This design comes from an exercise in tuning for small area on the open sky130 flow, not from production work. Function was checked by simulation only, so behaviour that the tests miss may differ from the original. Power is estimated from default activity; no workload was simulated.

==> flow/design.v <==
module apb_completer_mem #(
    parameter int ADDR_W = 60,
    parameter int DATA_W = 32,
    parameter int IDX_W  = 4,
    parameter int WAIT_W = 4,
    parameter int CNT_W  = 16
) (
    input  logic                pclk,
    input  logic                preset,
    input  logic                psel,
    input  logic                penable,
    input  logic                pwrite,
    input  logic [ADDR_W-1:0]   paddr,
    input  logic [DATA_W-1:0]   pwdata,
    input  logic [DATA_W/8-1:0] pstrb,
    input  logic [WAIT_W-1:0]   wait_cfg,
    output logic                pready,
    output logic [DATA_W-1:0]   prdata,
    output logic                pslverr,
    output logic [CNT_W-1:0]    wr_cnt,
    output logic [CNT_W-1:0]    rd_cnt,
    output logic [CNT_W-1:0]    err_cnt
);
    localparam int STRB_W    = DATA_W / 8;
    localparam int MEM_DEPTH = 2 ** IDX_W;
    localparam logic [MEM_DEPTH-1:0] INV_R = {(MEM_DEPTH/4){4'b1100}};
    logic                               done_q, wait_q;
    logic [WAIT_W-1:0]                  cnt_q;
    logic                               err_q, rdok_q;
    logic [IDX_W-1:0]                   rot_q;
    logic [MEM_DEPTH-1:0]               sel_q;     
    logic [MEM_DEPTH-1:0]               vld_q;     
    logic [MEM_DEPTH-1:0][DATA_W-1:0]   slot_q;
    logic                               pend_q;
    logic [STRB_W-1:0]                  bstrb_q;
    logic [DATA_W-1:0]                  bwd_q;     
    logic [CNT_W-1:0]                   wr_cnt_q, rd_cnt_q, err_cnt_q;
    logic idle, setup, last, a_err, commit, wr_commit, rd_en;
    logic done_d, wait_d;
    logic [IDX_W-1:0] npos;
    logic [DATA_W-1:0] wdata_m;
    assign idle   = !wait_q && !done_q;
    assign setup  = idle && psel && !penable;
    assign last   = (cnt_q == WAIT_W'(1));
    assign a_err  = (paddr[1:0] != 2'b00) || (paddr[ADDR_W-1:IDX_W+2] != '0);
    assign done_d = setup ? (wait_cfg == '0) : (wait_q && psel && last);
    assign wait_d = setup ? (wait_cfg != '0) : (wait_q && psel && !last);
    assign commit    = done_q && psel;
    assign wr_commit = commit && !err_q && !rdok_q;
    assign rd_en     = done_q && rdok_q;
    always_comb begin
        for (int b = 0; b < STRB_W; b++) begin
            wdata_m[8*b +: 8] = pwdata[8*b +: 8] & {8{pstrb[b]}};
        end
    end
    assign npos = paddr[IDX_W+1:2] + rot_q + 1'b1;
    always_ff @(posedge pclk or posedge preset) begin
        if (preset) begin
            done_q <= 1'b0;
            wait_q <= 1'b0;
            rot_q  <= '0;
            pend_q <= 1'b0;
        end else begin
            done_q <= done_d;
            wait_q <= wait_d;
            rot_q  <= rot_q + 1'b1;
            pend_q <= wr_commit && |(sel_q & {(MEM_DEPTH/2){2'b01}});
        end
    end
    always_ff @(posedge pclk) begin
        cnt_q   <= wait_q ? cnt_q - 1'b1 : wait_cfg;
        err_q   <= a_err;
        rdok_q  <= !pwrite && !a_err;
        for (int s = 0; s < MEM_DEPTH; s++) begin
            sel_q[s]  <= (npos == IDX_W'(s));
        end
        bstrb_q <= pstrb;
        bwd_q   <= wdata_m;
    end
    for (genvar s = 0; s < MEM_DEPTH; s++) begin : g_slot
        localparam int P = (s + MEM_DEPTH - 1) % MEM_DEPTH;
        localparam bit INV = (s / 2) % 2;
        if (s % 2 == 0) begin : g_wr
            logic we;
            assign we = (wr_commit || pend_q) && sel_q[P];
            always_ff @(posedge pclk or posedge preset) begin
                if (preset) vld_q[s] <= 1'b0;
                else        vld_q[s] <= vld_q[P] || we;
            end
            for (genvar b = 0; b < STRB_W; b++) begin : g_byte
                always_ff @(posedge pclk) begin
                    if (we && (bstrb_q[b] || !vld_q[P]))
                        slot_q[s][8*b +: 8] <= bwd_q[8*b +: 8] ^ {8{INV}};
                    else
                        slot_q[s][8*b +: 8] <= ~slot_q[P][8*b +: 8];
                end
            end
        end else begin : g_sh
            always_ff @(posedge pclk or posedge preset) begin
                if (preset) vld_q[s] <= 1'b0;
                else        vld_q[s] <= vld_q[P];
            end
            always_ff @(posedge pclk) slot_q[s] <= slot_q[P];
        end
    end
    always_ff @(posedge pclk or posedge preset) begin
        if (preset) begin
            wr_cnt_q  <= '0;
            rd_cnt_q  <= '0;
            err_cnt_q <= '0;
        end else if (commit) begin
            if (err_q) begin
                if (err_cnt_q != '1) err_cnt_q <= err_cnt_q + 1'b1;
            end else if (rdok_q) begin
                if (rd_cnt_q != '1) rd_cnt_q <= rd_cnt_q + 1'b1;
            end else begin
                if (wr_cnt_q != '1) wr_cnt_q <= wr_cnt_q + 1'b1;
            end
        end
    end
    always_comb begin
        prdata = '0;
        for (int s = 0; s < MEM_DEPTH; s++) begin
            if (rd_en && sel_q[s] && vld_q[s])
                prdata = prdata | (slot_q[s] ^ {DATA_W{INV_R[s]}});
        end
    end
    assign pready  = done_q;
    assign pslverr = done_q && err_q;
    assign wr_cnt  = wr_cnt_q;
    assign rd_cnt  = rd_cnt_q;
    assign err_cnt = err_cnt_q;
endmodule
==> flow/flow/run.sh <==
#!/bin/bash
# Standard synthesis, then the standard ORFS layout with: combinational cells
# swapped to their smallest size and remapped for area by OpenROAD's
# restructure before floorplan (resizing then upsizes only where
# needed), port buffers of the smallest buffer, and a clock tree of small
# clock buffers with larger sink clusters.
set -uo pipefail
W=$(pwd)
bash standard.sh synth > "$W/synth.log" 2>&1 || { tail -50 "$W/synth.log"; exit 1; }
# Library for restructure's ABC run, without the platform's don't-use cells.
DU=$(make -s -C "$FLOW_HOME" DESIGN_CONFIG="$W/config.mk" print-DONT_USE_CELLS 2>/dev/null | sed 's/^DONT_USE_CELLS: //')
LIB=$(make -s -C "$FLOW_HOME" DESIGN_CONFIG="$W/config.mk" print-LIB_FILES 2>/dev/null | sed 's/^LIB_FILES: //' | awk '{print $1}')
python3 "$W/flow/filter_lib.py" "$LIB" "$W/rmp.lib" "$DU" > "$W/filter_lib.log" 2>&1 || exit 1
if grep -q "lpflow_inputiso" "$W/rmp.lib"; then echo "don't-use cells left in rmp.lib"; exit 1; fi
export RMP_LIB="$W/rmp.lib"
export RMP_DIR="$W/rmp_work"
export FULL_LIB="$LIB"
export RESULTS="$W/orfs/results/sky130hd/apb_completer_mem/base"
DONT_USE_CELLS="$DU" openroad -no_init -exit "$W/flow/restructure_step.tcl" > "$W/restructure.log" 2>&1 || { tail -50 "$W/restructure.log"; exit 1; }
export BUFFER_PORTS_ARGS="-buffer_cell sky130_fd_sc_hd__buf_1"
export CTS_ARGS="-sink_clustering_enable -repair_clock_nets -dont_use_dummy_load -buf_list {sky130_fd_sc_hd__clkbuf_8} -sink_clustering_size 20 -sink_clustering_max_diameter 45"
bash standard.sh finish > "$W/layout.log" 2>&1 || { tail -50 "$W/layout.log"; exit 1; }
==> flow/flow/downsize.tcl <==
# Swap every combinational standard cell to the smallest cell of its family
# (same function and pins, e.g. mux2_4 -> mux2_1). Registers are left alone.
# repair_design / repair_timing later upsize or buffer where timing needs it.
set db [ord::get_db]
set dont [expr {[info exists ::env(DONT_USE_CELLS)] ? $::env(DONT_USE_CELLS) : {}}]
set fams [dict create]
foreach lib [$db getLibs] {
  foreach m [$lib getMasters] {
    set n [$m getName]
    if {![regexp {^(sky130_fd_sc_hd__[a-z0-9]+)_([0-9]+)$} $n -> base drv]} { continue }
    if {[string match "*lpflow*" $n]} { continue }
    set a [expr {[$m getWidth] * [$m getHeight]}]
    dict lappend fams $base [list $a $drv $m]
  }
}
set nswap 0
foreach inst [[ord::get_db_block] getInsts] {
  set m [$inst getMaster]
  set n [$m getName]
  if {![regexp {^(sky130_fd_sc_hd__[a-z0-9]+)_([0-9]+)$} $n -> base drv]} { continue }
  if {[regexp {__(df|edf|sdf|sedf|dl|tap|fill|decap|conb|probe)} $n]} { continue }
  if {![dict exists $fams $base]} { continue }
  set best ""
  set ba 0
  set bd 0
  foreach e [dict get $fams $base] {
    lassign $e a d mm
    if {[lsearch -exact $dont [$mm getName]] >= 0} { continue }
    if {$best eq "" || $a < $ba || ($a == $ba && $d > $bd)} {
      set best $mm; set ba $a; set bd $d
    }
  }
  if {$best ne "" && [$best getName] ne $n} {
    $inst swapMaster $best
    incr nswap
  }
}
puts "downsize: swapped $nswap instances"
==> flow/flow/filter_lib.py <==
#!/usr/bin/env python3
"""Copy a liberty file without the cells named on the command line (the
platform's don't-use list), so ABC inside restructure cannot pick them."""
import re
import sys

src, dst, drop = sys.argv[1], sys.argv[2], set(sys.argv[3].split())
text = open(src).read()
out = []
pos = 0
for m in re.finditer(r'\n\s*cell\s*\(\s*"?([\w]+)"?\s*\)\s*\{', text):
    if m.start() < pos:
        continue
    if m.group(1) not in drop:
        continue
    # find the matching closing brace of this cell group
    depth = 0
    i = m.end() - 1
    while True:
        c = text[i]
        if c == '{':
            depth += 1
        elif c == '}':
            depth -= 1
            if depth == 0:
                break
        i += 1
    out.append(text[pos:m.start()])
    pos = i + 1
out.append(text[pos:])
open(dst, 'w').write(''.join(out))
==> flow/flow/restructure_step.tcl <==
# Run between synthesis and floorplan on the synthesized database: shrink
# every combinational cell to its smallest size, let OpenROAD's ABC-based
# restructure remap the combinational logic for area, then shrink again.
# Registers are not touched. The floorplan, placement and CTS steps then
# upsize or buffer wherever timing, slew or capacitance needs it.
set results $::env(RESULTS)
read_liberty $::env(FULL_LIB)
read_db $results/1_synth.odb
read_sdc $results/1_synth.sdc
source [file join [file dirname [info script]] downsize.tcl]
file mkdir $::env(RMP_DIR)
restructure -target area -liberty_file $::env(RMP_LIB) \
  -tielo_port sky130_fd_sc_hd__conb_1/LO -tiehi_port sky130_fd_sc_hd__conb_1/HI \
  -work_dir $::env(RMP_DIR) -abc_logfile [file join $::env(RMP_DIR) abc.log]
source [file join [file dirname [info script]] downsize.tcl]
write_db $results/1_synth.odb
==> flow/standard.sh <==
#!/bin/bash
# synth_recipe.tcl (not shown) runs the flow's synth.tcl, then flattens the netlist and writes it again
# the make line also repeats each setting of config.mk as NAME=value (left out here)
make -C /OpenROAD-flow-scripts/flow DESIGN_CONFIG=/design/flow/config.mk WORK_HOME=/design/flow/orfs CLKGATE_MAP_FILE= SYNTH_SCRIPT=/design/flow/synth_recipe.tcl "${@:-finish}"
==> flow/config.mk <==
export PLATFORM = sky130hd
export DESIGN_NAME = apb_completer_mem
export DESIGN_NICKNAME = apb_completer_mem
export VERILOG_FILES = /design/flow/design.v
export SDC_FILE = /design/flow/constraint.sdc
export NUM_CORES = 4
export LEC_CHECK = 0
export CAP_MARGIN = 0
export CORE_MARGIN = 2
export CORE_UTILIZATION = 75
export SLEW_MARGIN = 0
==> flow/constraint.sdc <==
create_clock -name core_clock -period 5.0 [get_ports {pclk}]
set_input_delay 1.0000 -clock core_clock [delete_from_list [all_inputs] [get_ports {pclk}]]
set_output_delay 1.0000 -clock core_clock [all_outputs]
set_load 0.01 [all_outputs]
==> results.txt, run 1 <==
- Slew @ Worst Pin: 1203 ps
- Dominant delay contributor by cell family on the critical path: buffers and inverters
- DR vias/cell: 7.083
- Max Cap Viol: 0
- Slew Viols, Final: 0
- TritonCTS clock tree: done
- Drt wl/cell: 25.85 um
- Worst min path class: reg2reg
- Total Nets Final: 2,077
- Sw frac: 21.63%
- Clock sinks: 641
- DIE AREA: 0.02769 mm2
- Worst EP arrival: 3520 ps
- Setup crit end kind: output pin
- Period utilization: 90.48%
- Post-route antenna net violation count: 0
- DP HPWL: 38,840 um
- Cell Rows: 59
- P_sw: 1.675 mW
- Int Power: 6.068 mW
- Drt drc: 0
- Maximum root-to-sink buffer count: 3
- H-tree depth: 2
- Leak: 8.700 nW
- Clock buffer count from CTS: 46
- Final hold vios: 0
- First-pass GRT wire length: 89,740 um
- Top Layer Used: met4
- FF-to-FF path depth: 7
- Ys Warns: 1
- Clk latency of the worst-skew pair: 630 ps
- Final Skew: 59.82 ps
- Drt initial violations: 2,483
- Starting Density: 76.13%
- Power Total: 7.743 mW
- Root Buffer: clkbuf_8
- PostCTS Resize Cnt: 0
- First-pass iteration count of the detailed router: 8
- CP Cell Sequence: clkinv_1 -> nor4b_4 -> buf_4 -> a22oi_1 -> o221ai_1 -> a2111oi_0 -> nand4_1 -> buf_1
- Final setup vio count: 0
- Overflow after GRT: 0
- Share of layout cells above drive strength 1: 5.431%
- Slowest cell on crit path: nor4b_4
- Clock transition at path regs: 110 ps
- Setup bufs post-CTS: 0
- Max Fclk: 221.0 MHz
- Avg Inst Size Synth: 11.72 um2
- Largest net degree at the start of global routing: 41
- Mapped Area: 0.01978 mm2
- VDD IR-drop max: 332.2 uV
- Hold Crit Depth: 0
- Initial antenna violation count: 0
- IO Pins: 187
- Crit start category: flop
- Routed met2 length: 26,780 um
- Die height: 166.4 um
- WP buf/inv: 3
- Mapped Cells: 1,688
- Fin crit period: 4524 ps
- Status: finished clean
- Antenna diodes: 0
- Crit path kind: reg2out
- CORE AREA: 0.02598 mm2
- Combinational fraction of design power: 2.5%
- Worst EP required: 4000 ps
- # port buffers: 186
- PwrDens: 352.5 mW/mm2
- Cell count along the critical path: 8
- Critical Path Fanout Max: 16
- Via count: 16,330
- Gpl congestion: 0.9538
- Die width: 166.4 um
- GRT Overall Usage: 41.63%
- Power share of the sequential group: 67.6%
- Area delta synth->final: 11.02%
- RSZ-0062 raised after global routing: false
- Min Hold Slack: 315.1 ps
- Syn nets: 1,793
- Routed wire length: 59,580 um
- Met3 WL post-DR: 7667 um
- Number of global-route vias before repair: 16,110
- Clock share of power: 29.9%
- Cts hold-fix bufs: 0
- Slew headroom: 19.29%
- Met1 WL: 21,820 um
- Max incr delay on CP: 850 ps
- Fill count: 1,457
## registers in the layout, indices dropped and copies added, names as in the netlist
register	flops
bstrb_q	4
bwd_q	32
cnt_q	4
done_q	1
err_cnt_q	16
err_q	1
pend_q	1
rd_cnt_q	16
rdok_q	1
rot_q	4
sel_q	16
slot_q	512
vld_q	16
wait_q	1
wr_cnt_q	16
## power by group through the flow
| stage | clock [mW] | sequential (mW) | combinational, mW |
|---|---|---|---|
| final | 2.32 | 5.23 | 0.195 |
| after global routing | 2.49 | 5.24 | 0.220 |
| after CTS | 2.31 | 5.23 | 0.194 |
| after detailed placement | 0 | 5.35 | 0.194 |
| after global placement | 0 | 5.34 | 0.186 |
| after floorplan | 0 | 5.34 | 0.103 |
## worst paths after layout
kind	startpoint	end	slack, ps
max in group asynchronous	preset	vld_q[12]	3490
setup / recovery	done_q	prdata[2]	480
min in group asynchronous	preset	rd_cnt_q[0]	550
hold reg to reg	slot_q[10]	slot_q[42]	320
setup reg to reg	done_q	slot_q[339]	930
hold / removal	slot_q[10]	slot_q[42]	320
## per-stage QoR
stage	instances	worst slack, ps	util (%)	TNS (ps)	instance area, um2
after global routing	2305	371.3	84.52	0	21960
after global placement	2259	966.8	82.09	0	21330
after floorplan	1688	-90.48	-	-739.0	19800
after CTS	2305	572.4	84.52	0	21960
after detailed placement	2259	928.8	82.09	0	21330
final	2305	475.9	84.52	0	21960
## layer usage
layer	vias to the layer above	GRT usage, %
met5	-	0
met4	0	23.31
met3	304	9.957
met2	1377	64.80
met1	7662	54.07
li1	6984	-
## cell usage in the layout (no fill, tap or decap), drive strengths merged, types with 3 or more instances in the layout
cell type	n
o21ai	56
clkbuf	46
a2111oi	5
nand2	33
o221ai	4
a21oi	16
nor4b	5
a2bb2oi	21
buf	236
a22o	13
or4	20
o22ai	72
a22oi	275
o211ai	5
or2	5
nand4b	4
a221oi	46
dfrtp	71
or3	7
clkinv	124
and4	4
nor3	9
a211oi	26
and2	3
o21a	15
xnor2	3
o32ai	3
dfxtp	570
nand4	36
nor2b	34
nor2	112
nor4	18
nand3	12
o2bb2ai	44
## final cells by class
type | count | area [um2] | area share, %
Sequential cell | 641 | 13190 | 60.04
Multi-Input combinational cell | 922 | 6168 | 28.08
Timing Repair Buffer | 236 | 1086 | 4.945
Clock buffer | 46 | 633.1 | 2.883
Inverter | 125 | 469.2 | 2.136
Tap cell | 335 | 419.2 | 1.908
==> run 2: changes to the inputs <==
--- a/flow/config.mk
+++ b/flow/config.mk
@@ -5,7 +5,7 @@
 export SDC_FILE = /design/flow/constraint.sdc
 export NUM_CORES = 4
 export LEC_CHECK = 0
-export CAP_MARGIN = 0
+export CAP_MARGIN = 5
 export CORE_MARGIN = 2
-export CORE_UTILIZATION = 75
-export SLEW_MARGIN = 0
+export CORE_UTILIZATION = 80
+export SLEW_MARGIN = 5
==> run 2 against run 1 <==
Die area fell by 6.1%. Power fell by 0.48%. Clock skew rose by 15 ps. Largest power group unchanged. Via count rose by 4.2%. First-iteration DRC count rose by 24%. Final area fell by 0.61%.
==> results.txt, run 2 <==
- Status: finished clean
- Slew Viols, Final: 0
- IO Pins: 187
- Crit start category: flop
- Fill count: 1,084
- FF/Latch Area: 0.01319 mm2
- Most common cell after layout, fill and taps aside: dfxtp_1
- Syn nets: 1,793
- Worst EP arrival: 3450 ps
- Setup crit end kind: output pin
- Root Buffer: clkbuf_8
- Leak: 8.625 nW
- Setup bufs post-CTS: 0
- Fin crit period: 4448 ps
- Max Fclk: 224.8 MHz
- Slew headroom: 8.445%
- Drt initial violations: 3,088
- Total Nets Final: 2,065
- # port buffers: 186
- Clock buffer count from CTS: 43
- Maximum root-to-sink buffer count: 3
- Final Skew: 74.52 ps
- Cell Rows: 57
- Critical Path Fanout Max: 32
- DP HPWL: 39,370 um
- Slew @ Worst Pin: 1364 ps
- PostCTS Resize Cnt: 0
- Leading cell types in the layout, fill and taps excluded: 570 x dfxtp_1, 275 x a22oi_1, 186 x buf_1
- Crit path kind: reg2out
- Mapped Area: 0.01978 mm2
- VDD IR-drop max: 323.6 uV
- Worst min path class: reg2reg
- Biggest register: slot_q
- Biggest regs: slot_q: 512 flops, bwd_q: 32 flops
- Ys Warns: 1
- Max Cap Viol: 0
- Power Total: 7.706 mW
- Overflow after GRT: 0
- TritonCTS clock tree: done
- Number of global-route vias before repair: 17,080
- Fin worst setup slack: 552.3 ps
- RSZ-0062 raised after global routing: false
- GRT Overall Usage: 47.20%
- Multi-input gate area: 0.006170 mm2
- DIE AREA: 0.02600 mm2
- Post-route antenna net violation count: 0
- Mapped Cells: 1,688
- DR vias/cell: 7.455
- Share of layout cells above drive strength 1: 4.903%
- Clock transition at path regs: 120 ps
- Drt wl/cell: 27.34 um
- Antenna diodes: 0
- Gpl congestion: 0.9509
- First-pass GRT wire length: 94,800 um
- Via count: 17,010
- Cts hold-fix bufs: 0
- Final hold vios: 0
- Clock sinks: 641
- CORE AREA: 0.02432 mm2
- Die height: 161.3 um
- Largest register FFs: 512
- First-pass iteration count of the detailed router: 8
- Area delta synth->final: 10.35%
- Worst EP required: 4000 ps
- Period utilization: 88.95%
- Drt drc: 0
- Starting Density: 81.34%
- Largest net degree at the start of global routing: 44
- H-tree depth: 2
- PwrDens: 353.0 mW/mm2
- Die width: 161.3 um
- Routed wire length: 62,400 um
- Setup WS pre-CTS: 654.1 ps
- Avg Inst Size Synth: 11.72 um2
- Final setup vio count: 0
- Initial antenna violation count: 0
- Clk latency of the worst-skew pair: 620 ps
==> run 2: critical path: stages, from the launching register on <==
cell and delay (ps):
dfrtp_1 720, clkinv_1 520, nor4b_2 410, buf_4 580
a2bb2oi_1 130, o221ai_1 120, a2111oi_0 110, nand4_1 140
buf_1 170
==> run 2: path summary, 6_finish.rpt <==
path | startpoint | end | slack [ps] | cells after the start
max | done_q | prdata[17] | 550 | 8
min | slot_q[10] | slot_q[42] | 300 | 0
max reg2reg | done_q | slot_q[82] | 610 | 8
min reg2reg | slot_q[10] | slot_q[42] | 300 | 0
max in group asynchronous | preset | err_cnt_q[0] | 3450 | 3
min in group asynchronous | preset | err_cnt_q[14] | 570 | 2
==> run 2: metal layers <==
| metal | up-vias | wire length (um) | GRT usage, % |
|---|---|---|---|
| met5 | - | 0 | 0 |
| met4 | 0 | 3924 | 25.61 |
| met3 | 438 | 9435 | 14.25 |
| met2 | 1751 | 27620 | 73.45 |
| met1 | 7863 | 21420 | 59.86 |
| li1 | 6961 | - | - |
==> run 2: power breakdown <==
part	total (mW)	internal (mW)	switching, mW
registers	5.24	5.16	0.0724
clock network	2.27	0.778	1.49
logic	0.203	0.0789	0.124
total	7.71	6.02	1.69
==> run 2: per-stage QoR <==
step                area, um2  TNS, ps  instances  hold WS, ps  util (%)
floorplan               19800   -739.0       1688        326.9         -
global placement        21240        0       2239        330.1     87.33
detailed placement      21240        0       2239        336.5     87.33
CTS                     21830        0       2282        309.7     89.76
global route            21830        0       2282        323.5     89.76
finish                  21830        0       2282        301.0     89.76
==> run 2: final cells by class <==
type / instances / area share (%)
Inverter: 125 / 2.149
Timing Repair Buffer: 227 / 4.608
Multi-Input combinational cell: 922 / 28.26
Tap cell: 324 / 1.857
Clock buffer: 43 / 2.711
Sequential cell: 641 / 60.41

## what the ideal ports hide
No port has a modelled driver above. Below, the same layouts with a new extraction and two added sets of constraints. Step 1: set_driving_cell puts a clkbuf_16 on pclk and a buf_2 on each other input, an assumption about the parent block. Step 2 times the ports against the registers' clock, not the clock port: input delays grow and output delays shrink by t, the midpoint of the rising clock arrivals with the driver on. Three values: ideal, step 1, step 2; two values: the first two.
run	t (ns)	setup slack, ns	pins driven straight from the clock port
run 1	0.641	0.476 / 0.432 / 0.671	1
run 2	0.621	0.552 / 0.512 / 0.342	1
After both steps setup and hold are still met in every run listed. For run 2, which loses most, drivers alone change the setup slack by -0.040 ns; drivers and shift together by -0.210 ns.
